From an optimization exercise on the open Yosys and OpenROAD flow, aimed at small area and a short achievable clock period; shortcuts taken in it are not production practice.
In this exercise RTL edits were held to simulation tests only and were not proved equivalent to the original.

==> inputs of v7 <==
==> flow/design.v (excerpt) <==
module conv_top (
    input  logic                 clk,
    input  logic                 rst_n,
    input  logic                 in_valid,
    input  logic [2-1:0][8-1:0] in_data,
    input  logic                 coef_wr,
    input  conv_pkg::chan_idx_t  coef_chan,
    input  conv_pkg::tap_idx_t   coef_addr,
    input  conv_pkg::coeff_t     coef_data,
    output logic                 out_valid,
    output logic [2-1:0][24-1:0] out_data
);
clock: 7.5 ns
lec_check: 0
abc_clock_period_in_ps: 3000
cap_margin: 20
core_margin: 2
core_utilization: 60
cts_cluster_diameter: 120
cts_cluster_size: 24
setup_slack_margin: 4.3
slew_margin: 20
tns_end_percent: 100
standard.sh (not shown) runs the stock make flow with config.mk's settings and CLKGATE_MAP_FILE= SYNTH_SCRIPT=/design/flow/synth_recipe.tcl, a recipe that flattens the netlist after the stock synthesis.
==> flow/flow/run.sh <==
#!/bin/bash
# Standard layout, with one netlist clean-up between synthesis and floorplan:
# flow/polarity.py flips full-adder cells (a full adder fed complemented
# inputs gives complemented outputs) to drop the inverters synthesis leaves
# between them. Registers and every other cell are untouched.
set -euo pipefail
R=orfs/results/$FLOW_PLATFORM/conv_top/base
bash standard.sh synth > synth.log 2>&1
cp $R/1_2_yosys.v synth_netlist.v
python3 flow/polarity.py synth_netlist.v $R/1_2_yosys.v > polarity.log 2>&1
bash standard.sh finish > layout.log 2>&1
Other scripts of this flow, unchanged in this note and not shown: flow/flow/polarity.py
==> v20 (differences from v7) <==
- SETUP_SLACK_MARGIN: 4.3 -> 4.5
==> qor summary <==
| item | v7 | v20 |
|---|---|---|
| Layout Nets | 9896 | 10100 |
| Number of buffers added for setup after CTS | 302 | 530 |
| Largest stage delay, worst path | 600 ps | 730 ps |
| Maximum net fanout on the critical path | 9 | 5 |
| Routed via count | 65400 | 66900 |
| Count of routing violations after the opening detailed-route iteration | 9177 | 9107 |
| Utilization after layout | 0.663 | 0.685 |
| Transition time of the tightest slew-check pin | 1200 ps | 1000 ps |
| Run status | finished clean | finished clean |
| Worst setup endpoint | g_ch[1].mac_i.r2_7_66 | g_ch[1].mac_i.r2_10_125 |
| Sequential cell area share | 0.417 | 0.404 |
| Wire length the detailed router placed on met1 | 140000 microns | 141000 microns |
| Arrival time at the worst endpoint | 3890 ps | 3810 ps |
| Slowest cell on the critical path | dfrtp_4 | fa_2 |

==> inputs of raven <==
conv_top, a different RTL version from the one above (not shown whole).
Settings: LEC_CHECK=0, ABC_CLOCK_PERIOD_IN_PS=2900, CAP_MARGIN=20, CORE_MARGIN=2, CORE_UTILIZATION=60, CTS_CLUSTER_DIAMETER=125, CTS_CLUSTER_SIZE=26, SETUP_SLACK_MARGIN=4.6, SLEW_MARGIN=20, TNS_END_PERCENT=100; clock period 7.5 ns.
Scripts as last shown in full above: flow/flow/run.sh
Other scripts of this flow, unchanged in this note and not shown: flow/flow/polarity.py
==> inputs of willow, as changes to raven <==
- CTS_CLUSTER_DIAMETER: 125 -> 120
- CTS_CLUSTER_SIZE: 26 -> 24
==> reports/results.txt <==
Met1 Use GR = 56.1%
Req. time, crit path = 8.14 ns
Non-clock buffers = 234
Area Growth Syn to Fin = 6.84%
Multi-input logic area = 54,000 um2
Relative slew slack = 25.7%
DR vias = 63,900
TritonCTS buffer count = 90
Slew @ Worst Pin = 1.11 ns
R2R setup slack = 4.50 ns
Outcome = no timing/DRC/antenna violations
Final Instance Area = 115,000 um2
(the above is from raven)
==> reports/results.txt <==
Outcome = no timing/DRC/antenna violations
Area Growth Syn to Fin = 7.08%
Final Instance Area = 115,000 um2
Non-clock buffers = 240
Relative slew slack = 29.5%
Slew @ Worst Pin = 1.05 ns
Met1 Use GR = 56.1%
Req. time, crit path = 8.13 ns
DR vias = 64,000
(the above is from willow)

==> re-timing with driven ports <==
No port has a modelled driver above. Below, the same layouts with a new extraction and two added sets of constraints.
Step 1 (the two cells are an assumption about what drives the block):
set clk [get_ports {clk}]
set_driving_cell -lib_cell sky130_fd_sc_hd__clkbuf_16 $clk
set_driving_cell -lib_cell sky130_fd_sc_hd__buf_2 [delete_from_list [all_inputs] $clk]
Step 2, shift: input delay + t, output delay - t, t = (earliest + latest rising clock arrival at the registers) / 2. This alone moves slack from input paths to output paths.
Slacks: ideal ports / drivers / drivers and shift; pairs: ideal ports / drivers.
run | t, ns | slack for setup (ns) | worst register clock-pin slew, ns | worst data-port slew with drivers (ns)
v7 | 0.831 | 4.210 / 4.210 / 4.210 | 0.10 / 0.10 | 0.05
v20 | 0.836 | 4.286 / 4.286 / 4.286 | 0.10 / 0.10 | 0.05
raven | 0.839 | 4.505 / 4.505 / 4.327 | 0.12 / 0.12 | 0.05
willow | 0.862 | 4.535 / 4.535 / 4.282 | 0.11 / 0.11 | 0.05
After both steps every run listed still meets setup and hold. For willow, which loses most, drivers alone change the setup slack by 0.000 ns; drivers and shift together by -0.253 ns. Setup slack includes reset recovery checks.
